This is an optimization exercise on Yosys and OpenROAD, whose aim is small area, not a production implementation.
Only simulation tests tie the RTL to the original design; equivalence was not proved.
Power figures rest on the tool's default switching activity, not on a simulated workload.

== north ==
==> flow/design.v (excerpt) <==
module complex_block_correlator_power_top #(
    parameter int SAMPLE_BITS = cbcp_pkg::SAMPLE_BITS_DEF
) (
    input  logic                                i_clk,
    input  logic                                i_rst_n,
    input  logic                                i_in_valid,
    output logic                                o_in_stall,
    input  logic signed [SAMPLE_BITS-1:0]       i_sample_real,
    input  logic signed [SAMPLE_BITS-1:0]       i_sample_imag,
    input  logic                                i_end_of_stream,
    output logic                                o_out_valid,
    input  logic                                i_out_stall,
    output logic [cbcp_pkg::BANK_BITS-1:0]      o_filter_index,
    output logic [cbcp_pkg::POWER_BITS-1:0]     o_block_power,
    output logic                                o_last_result
);
    localparam int W0 = cbcp_pkg::W0;
    localparam int W1 = cbcp_pkg::W1;
    localparam int W2 = cbcp_pkg::W2;
    localparam int W3 = cbcp_pkg::W3;
    localparam int OB = cbcp_pkg::OP_BITS;
    localparam int MB = OB - 1;                
    localparam bit FA_CELLS = 1'b1;            
    logic                          r_in_eos;
    logic                          r_in_new;
    logic [SAMPLE_BITS-1:0]        r_in_re;
  ...
For scale: ~440 flip-flops, ~33000 um^2 of cells after synthesis.
==> flow/config.mk <==
export PLATFORM = sky130hd
export DESIGN_NAME = complex_block_correlator_power_top
export DESIGN_NICKNAME = complex_block_correlator_power_top
export VERILOG_FILES = /design/flow/design.v
export SDC_FILE = /design/flow/constraint.sdc
export NUM_CORES = 4
export LEC_CHECK = 0
export CAP_MARGIN = 20
export CORE_MARGIN = 2
export CORE_UTILIZATION = 80
export CTS_BUF_LIST = sky130_fd_sc_hd__clkbuf_8 sky130_fd_sc_hd__clkbuf_16
export CTS_CLUSTER_DIAMETER = 120
export CTS_CLUSTER_SIZE = 30
export SLEW_MARGIN = 20
export SYNTH_HIERARCHICAL = 1
export SYNTH_MINIMUM_KEEP_SIZE = 0
==> flow/constraint.sdc <==
create_clock -name core_clock -period 10.0 [get_ports {i_clk}]
set_input_delay 2.0000 -clock core_clock [delete_from_list [all_inputs] [get_ports {i_clk}]]
set_output_delay 2.0000 -clock core_clock [all_outputs]
set_load 0.01 [all_outputs]
standard.sh (not shown) runs the stock make flow with config.mk's settings and CLKGATE_MAP_FILE= SYNTH_SCRIPT=/design/flow/synth_recipe.tcl, a recipe that flattens the netlist after the stock synthesis.
==> flow/flow/run.sh <==
#!/bin/bash
set -e
export BUFFER_PORTS_ARGS="-buffer_cell sky130_fd_sc_hd__buf_1"
export CTS_ARGS="-sink_clustering_enable -repair_clock_nets -dont_use_dummy_load -sink_clustering_size 30 -sink_clustering_max_diameter 120 -buf_list {sky130_fd_sc_hd__clkbuf_8 sky130_fd_sc_hd__clkbuf_16}"
bash standard.sh > standard.log 2>&1
[inputs] south vs north
diff --git a/flow/design.v b/flow/design.v
--- a/flow/design.v
+++ b/flow/design.v
@@ -2035,25 +2035,25 @@
     cbcp_fa u_s1125 (.a(c1050), .b(s1051), .c(s969), .s(s1125), .co(c1126));
     cbcp_fa u_s1127 (.a(c1052), .b(s1053), .c(s973), .s(s1127), .co(c1128));
     cbcp_fa u_s1129 (.a(c1054), .b(s1055), .c(s977), .s(s1129), .co(c1130));
     cbcp_fa u_s1131 (.a(c1056), .b(s1057), .c(s981), .s(s1131), .co(c1132));
     cbcp_fa u_s1133 (.a(c1058), .b(s1059), .c(s985), .s(s1133), .co(c1134));
     cbcp_fa u_s1135 (.a(c1060), .b(s1061), .c(s989), .s(s1135), .co(c1136));
     cbcp_fa u_s1137 (.a(c1062), .b(s1063), .c(s993), .s(s1137), .co(c1138));
     cbcp_fa u_s1139 (.a(c1064), .b(s1065), .c(s997), .s(s1139), .co(c1140));
     cbcp_fa u_s1141 (.a(c1066), .b(s1067), .c(p417), .s(s1141), .co(c1142));
     cbcp_fa u_s1143 (.a(c1068), .b(s1069), .c(d420), .s(s1143), .co(c1144));
     assign r0 = {1'b1, c1144, c1142, c1140, c1138, c1136, c1134, c1132, c1130, c1128, c1126, c1124, c1122, c1120, c1118, c1116, c1114, c1112, c1110, c1108, c1106, c1104, c1102, c1100, c1098, c1096, c1094, c1092, c1090, c1088, c1086, c1084, c1082, c1080, c1078, c1076, c1074, c1072, s1071, 1'b1, d1};
     assign r1 = {1'b1, c1070, s1143, s1141, s1139, s1137, s1135, s1133, s1131, s1129, s1127, s1125, s1123, s1121, s1119, s1117, s1115, s1113, s1111, s1109, s1107, s1105, s1103, s1101, s1099, s1097, s1095, s1093, s1091, s1089, s1087, s1085, s1083, s1081, s1079, s1077, s1075, s1073, d231, 1'b1, d211};
-    logic [40:0] g, p, c;
+    logic [40:0] g, p, gg, pp, c;
     assign g = r0 & r1;
     assign p = r0 ^ r1;
     logic bg1, bp1;
     assign bg1 = g[1] | (p[1] & (g[0] | p[0]));
     assign bp1 = 1'b0;
     logic bg2, bp2;
     assign bg2 = g[3] | (p[3] & g[2]);
     assign bp2 = p[3] & p[2];
     logic bg3, bp3;
     assign bg3 = g[5] | (p[5] & g[4]);
     assign bp3 = p[5] & p[4];
     logic bg4, bp4;
## What came out
There was hardly any difference in clock network fraction of design power between south and north.
Cell area after layout: north vs south identical
As far as remaining number of nets flagged by the antenna check after routing goes, north and south are indistinguishable; the numbers are identical.
Delta (south minus north): number of clock buffers in the layout roughly the same, multi-input combinational cell area roughly the same.
north -> south: global-route usage delta 0, exact match
As far as worst hold slack after final layout goes, north and south are indistinguishable; the numbers are identical.
Final cell count without fillers: north vs south identical
Taking north as the reference, in south proportion of power drawn by combinational gates comparable; worst clock skew comparable; flip-flop and latch area comparable.

-- what the ideal ports hide --
No port has a modelled driver above. Below, the same layouts with a new extraction and two added sets of constraints. Step 1: set_driving_cell puts a clkbuf_16 on i_clk and a buf_2 on each other input, an assumption about the parent block. Step 2 also shifts input and output timing later by t, the mid clock arrival at the registers, as if the neighbouring blocks saw the same clock. Three values: ideal, step 1, step 2; two values: the first two.
| run | t (ns) | setup WS [ns] | cell pins on the clock port's net |
|---|---|---|---|
| north | 0.613 | 0.338 / 0.338 / 0.338 | 1 |
| south | 0.613 | 0.338 / 0.338 / 0.338 | 1 |
After both steps setup and hold are still met in every run listed.
